Background: an optimization exercise with open tools, aiming at small area, a short achievable clock period and few clock cycles per item. Do not read the settings as production practice.
Where RTL was checked, it was by simulation tests only, not by an equivalence proof against the original.
No activity file was given, so power comes from the tool's default toggle rates.

## bus_uart_bridge_fifo_core
module bus_uart_bridge_fifo_core #(
    parameter int RING_DEPTH = 256
) (
    input  wire logic        clk,
    input  wire logic        rst_n,
    input  wire logic        s_tvalid,
    output logic             s_tready,
    input  wire logic [7:0]  s_tdata,    
    input  wire logic [2:0]  s_tuser,    
    output logic             m_tvalid,
    input  wire logic        m_tready,
    output logic [bubf_pkg::OUT_W-1:0] m_tdata
);
    logic       in_v, sk_v;
    logic [2:0] sk_f;
    logic [7:0] in_d, sk_d;
    logic       rx_rd, rx_st, tx_rd, rx_wr, tx_wr, ovf, in_cmd, in_rel;
    logic       out_valid;
    logic [7:0] out_bus_data, out_tx_byte;
    logic       out_bus_drive, out_wait_release, out_tx_valid, out_overflow;
    logic [bubf_pkg::DIV_W-1:0] divisor_x;
    logic [3:0] ph;
    logic       adv, acc, ld_in;
    logic       rx_push, rx_pop, tx_push, tx_pop;
    logic       rx_nempty_n, rx_full_n, tx_nempty_n, tx_full_n;
    logic [7:0] rx_dout, tx_dout;
    logic       sk_v_o;
    assign s_tready = !sk_v_o;
    assign acc      = s_tvalid && !sk_v;
    assign adv      = !out_valid || m_tready;
    assign ld_in    = !in_v || adv;
    assign rx_pop  = adv && rx_rd;
    assign rx_push = adv && rx_wr;
    assign tx_pop  = adv && tx_rd;
    assign tx_push = adv && tx_wr;
    bubf_ring_ram u_rx_ram (
        .clk      (clk),
        .rst_n    (rst_n),
        .ph       (ph),
        .push     (rx_push),
        .pop      (rx_pop),
        .rd_sel   (rx_rd),
        .din      (in_d),
        .dout     (rx_dout),
        .nempty_n (rx_nempty_n),
        .full_n   (rx_full_n)
    );
    bubf_ring_ram u_tx_ram (
        .clk      (clk),
        .rst_n    (rst_n),
        .ph       (ph),
  ...
Size in the first run: ~4900 flip-flops, ~120000 sq um of cells after synthesis.
==> module bubf_ring_ram, before the edit <==
module bubf_ring_ram (
    input  wire logic       clk,
    input  wire logic       rst_n,
    input  wire logic [3:0] ph,
    input  wire logic       push,
    input  wire logic       pop,
    input  wire logic       rd_sel,    
    input  wire logic [7:0] din,
    output logic      [7:0] dout,      
    output logic            nempty_n,  
    output logic            full_n     
);
    logic [3:0]   head_s, tail_s;
    logic [7:0]   cnt;
    logic         nempty_r, full_r, cnt_ge16, cnt_gt16;
    logic [15:0]  pend, hv, fire_r;
    logic [15:0]  hlt, lt, win;
    logic [15:0]  toh, hoh;
    logic [127:0] wbuf, hreg;
    logic [127:0] tap;
    logic [15:0]  cap, rdl, ld, fire_n;
    assign nempty_n = push || (pop ? (cnt != 8'd1) : nempty_r);
    assign full_n   = push ? (cnt == 8'd254) : (!pop && full_r);
    assign toh[0] = !lt[0];
    assign hoh[0] = !hlt[0];
    genvar k;
    generate
        for (k = 1; k < 16; k = k + 1)
        begin : g_toh
            assign toh[k] = lt[k-1] && !lt[k];
            assign hoh[k] = hlt[k-1] && !hlt[k];
        end
    endgenerate
    always_comb
    begin
        dout = 8'h00;
        for (int i = 0; i < 16; i++)
        begin
            if (rd_sel && toh[i] && hv[i])
                dout = dout | hreg[i*8 +: 8];
            if (rd_sel && toh[i] && !hv[i])
                dout = dout | wbuf[i*8 +: 8];
        end
    end
    logic f0, f1, ne0, e0, e1, h_inc, t_inc;
    assign e0 = !ne0;
    assign h_inc = push && hoh[15];
    assign t_inc = pop && toh[15];
    always_ff @(posedge clk or negedge rst_n)
    begin
        if (!rst_n)
        begin
            f0 <= 1'b0;
            f1 <= 1'b0;
            ne0 <= 1'b0;
            e1  <= 1'b0;
        end
        else
        begin
            f0 <= h_inc ? f0 : f1;
            f1 <= h_inc ? f1 : (4'(ph + 4'd3) == head_s);
            ne0 <= t_inc ? ne0 : (4'(ph + 4'd1) != tail_s);
            e1  <= t_inc ? e1 : e0;
        end
    end
    genvar l;
    generate
        for (l = 0; l < 16; l = l + 1)
        begin : g_loop
            logic [127:0] sr;
            logic         cap_keep, cap_pop;
            assign fire_n[l] = ld[l] ? f0
                                     : (pend[l] && (hlt[l] ? f0 : f1));
            assign tap[l*8 +: 8] = fire_r[l] ? wbuf[l*8 +: 8] : sr[127:120];
            always_ff @(posedge clk)
            begin
                sr <= {sr[119:0], tap[l*8 +: 8]};
            end
            assign rdl[l]   = pop && toh[l];
            assign cap_keep = !hv[l] && win[l] && (lt[l] ? e1 : e0);
            assign cap_pop  = toh[l] ? (cnt_gt16 && e1) : cap_keep;
            assign cap[l]   = pop ? cap_pop : cap_keep;
            assign ld[l]    = push && hoh[l];
            always_ff @(posedge clk)
            begin
                if (ld[l])
                    wbuf[l*8 +: 8] <= din;
                if (cap[l])
                    hreg[l*8 +: 8] <= tap[l*8 +: 8];
                fire_r[l] <= fire_n[l];
            end
            always_ff @(posedge clk or negedge rst_n)
            begin
                if (!rst_n)
                begin
                    pend[l]   <= 1'b0;
                    hv[l]     <= 1'b0;
                    win[l]    <= 1'b0;
                end
                else
                begin
                    pend[l]   <= ld[l] || (pend[l] && !fire_r[l]);
                    hv[l]     <= cap[l] || (hv[l] && !rdl[l]);
                    if (ld[l] && !cnt_ge16)
                        win[l] <= 1'b1;
                    else if (rdl[l] && !cnt_gt16)
                        win[l] <= 1'b0;
                end
            end
        end
    endgenerate
    always_ff @(posedge clk or negedge rst_n)
    begin
        if (!rst_n)
        begin
            head_s   <= '0;
            tail_s   <= '0;
            cnt      <= '0;
            hlt      <= '0;
            lt       <= '0;
            nempty_r <= 1'b0;
            full_r   <= 1'b0;
            cnt_ge16 <= 1'b0;
            cnt_gt16 <= 1'b0;
        end
        else
        begin
            if (push)
            begin
                if (hoh[15])
                    head_s <= 4'(head_s + 4'd1);
                hlt      <= hoh[15] ? 16'h0000 : {hlt[14:0], 1'b1};
                cnt      <= cnt + 8'd1;
                nempty_r <= 1'b1;
                full_r   <= (cnt == 8'd254);
                cnt_ge16 <= (cnt > 8'd14);
                cnt_gt16 <= (cnt > 8'd15);
            end
            else if (pop)
            begin
                if (toh[15])
                    tail_s <= 4'(tail_s + 4'd1);
                lt       <= toh[15] ? 16'h0000 : {lt[14:0], 1'b1};
                cnt      <= cnt - 8'd1;
                nempty_r <= (cnt != 8'd1);
                full_r   <= 1'b0;
                cnt_ge16 <= (cnt > 8'd16);
                cnt_gt16 <= (cnt > 8'd17);
            end
        end
    end
endmodule
==> flow/config.mk <==
export PLATFORM = sky130hd
export DESIGN_NAME = bus_uart_bridge_fifo_core
export DESIGN_NICKNAME = bus_uart_bridge_fifo_core
export VERILOG_FILES = /design/flow/design.v
export SDC_FILE = /design/flow/constraint.sdc
export NUM_CORES = 4
export LEC_CHECK = 0
export ABC_CLOCK_PERIOD_IN_PS = 2200
export CAP_MARGIN = 20
export CORE_MARGIN = 2
export CORE_UTILIZATION = 60
export PLACE_DENSITY = 0.7
export SETUP_SLACK_MARGIN = 2.4
export SLEW_MARGIN = 20
==> flow/constraint.sdc <==
create_clock -name core_clock -period 4.8 [get_ports {clk}]
set_input_delay 0.9600 -clock core_clock [delete_from_list [all_inputs] [get_ports {clk}]]
set_output_delay 0.9600 -clock core_clock [all_outputs]
set_load 0.01 [all_outputs]
standard.sh (not shown) runs the stock make flow with config.mk's settings and CLKGATE_MAP_FILE= SYNTH_SCRIPT=/design/flow/synth_recipe.tcl, a recipe that flattens the netlist after the stock synthesis.
==> flow/flow/run.sh <==
#!/bin/bash
# Standard layout, with clock tree synthesis told to build larger sink
# clusters and to add no dummy loads.
set -euo pipefail
export CTS_ARGS="-sink_clustering_enable -repair_clock_nets -dont_use_dummy_load -sink_clustering_size 30 -sink_clustering_max_diameter 60"
bash standard.sh finish > standard_flow.log 2>&1
The first run produced a clean layout.
Then changed:
--- a/flow/design.v
+++ b/flow/design.v
@@ -73,6 +73,5 @@
     output logic            full_n     
 );
-    logic [3:0]   head_s, tail_s;
-    logic [7:0]   cnt;
+    logic [7:0]   head, tail, cnt;
     logic         nempty_r, full_r, cnt_ge16, cnt_gt16;
     logic [15:0]  pend, hv, fire_r;
@@ -121,6 +120,6 @@
         begin
             f0 <= h_inc ? f0 : f1;
-            f1 <= h_inc ? f1 : (4'(ph + 4'd3) == head_s);
-            ne0 <= t_inc ? ne0 : (4'(ph + 4'd1) != tail_s);
+            f1 <= h_inc ? f1 : (4'(ph + 4'd3) == head[7:4]);
+            ne0 <= t_inc ? ne0 : (4'(ph + 4'd1) != tail[7:4]);
             e1  <= t_inc ? e1 : e0;
         end
@@ -150,5 +149,4 @@
                 if (cap[l])
                     hreg[l*8 +: 8] <= tap[l*8 +: 8];
-                fire_r[l] <= fire_n[l];
             end
             always_ff @(posedge clk or negedge rst_n)
@@ -157,4 +155,5 @@
                 begin
                     pend[l]   <= 1'b0;
+                    fire_r[l] <= 1'b0;
                     hv[l]     <= 1'b0;
                     win[l]    <= 1'b0;
@@ -163,4 +162,5 @@
                 begin
                     pend[l]   <= ld[l] || (pend[l] && !fire_r[l]);
+                    fire_r[l] <= fire_n[l];
                     hv[l]     <= cap[l] || (hv[l] && !rdl[l]);
                     if (ld[l] && !cnt_ge16)
@@ -176,6 +176,6 @@
         if (!rst_n)
         begin
-            head_s   <= '0;
-            tail_s   <= '0;
+            head     <= '0;
+            tail     <= '0;
             cnt      <= '0;
             hlt      <= '0;
@@ -190,7 +190,6 @@
             if (push)
             begin
-                if (hoh[15])
-                    head_s <= 4'(head_s + 4'd1);
-                hlt      <= hoh[15] ? 16'h0000 : {hlt[14:0], 1'b1};
+                head     <= head + 8'd1;
+                hlt      <= (head[3:0] == 4'd15) ? 16'h0000 : {hlt[14:0], 1'b1};
                 cnt      <= cnt + 8'd1;
                 nempty_r <= 1'b1;
@@ -201,7 +200,6 @@
             else if (pop)
             begin
-                if (toh[15])
-                    tail_s <= 4'(tail_s + 4'd1);
-                lt       <= toh[15] ? 16'h0000 : {lt[14:0], 1'b1};
+                tail     <= tail + 8'd1;
+                lt       <= (tail[3:0] == 4'd15) ? 16'h0000 : {lt[14:0], 1'b1};
                 cnt      <= cnt - 8'd1;
                 nempty_r <= (cnt != 8'd1);
After rerunning: Sequential cell count increases by 16; wire length increases by 14%; fmax increases by 5.8%; setup slack gets better by 0.14 ns; area after synthesis increases by 0.57%; utilization increases by 0.23 points; final area increases by 0.67%; global-route usage increases by 3.0 points; synthesized cell count increases by 0.42%; register-to-register slack gets better by 0.14 ns; clock-buffer cell count increases by 5; total power increases by 0.98%.
Testbench counts after the change, summed over its fixed seeds: cycles 48,016, items 48,000.
Only the layout flow was run in the first run of this note; the RTL was not checked for function there.

static timing again, ports no longer ideal:
In the flow no input, the clock included, has a driving cell. The finished layouts below were timed again as built, in two steps.
Step 1, drivers: a clkbuf_16 drives clk and a buf_2 each remaining input, both assumed.
Step 2, shift: input delay + t, output delay - t, t = (earliest + latest rising clock arrival at the registers) / 2. This alone moves slack from input paths to output paths.
a / b / c = no drivers / after step 1 / after step 2; a / b = the first two.
| run | shift t [ns] | setup WS [ns] | latest minus earliest clock arrival (ns) | pins driven straight from the clock port |
|---|---|---|---|---|
| the first run | 0.930 | 2.179 / 2.179 / 1.525 | 0.072 / 0.073 | 1 |
| the second run | 0.908 | 2.322 / 2.304 / 1.720 | 0.093 / 0.093 | 1 |
After both steps every run listed still meets setup and hold. For the first run, which loses most, drivers alone change the setup slack by 0.000 ns; drivers and shift together by -0.654 ns.
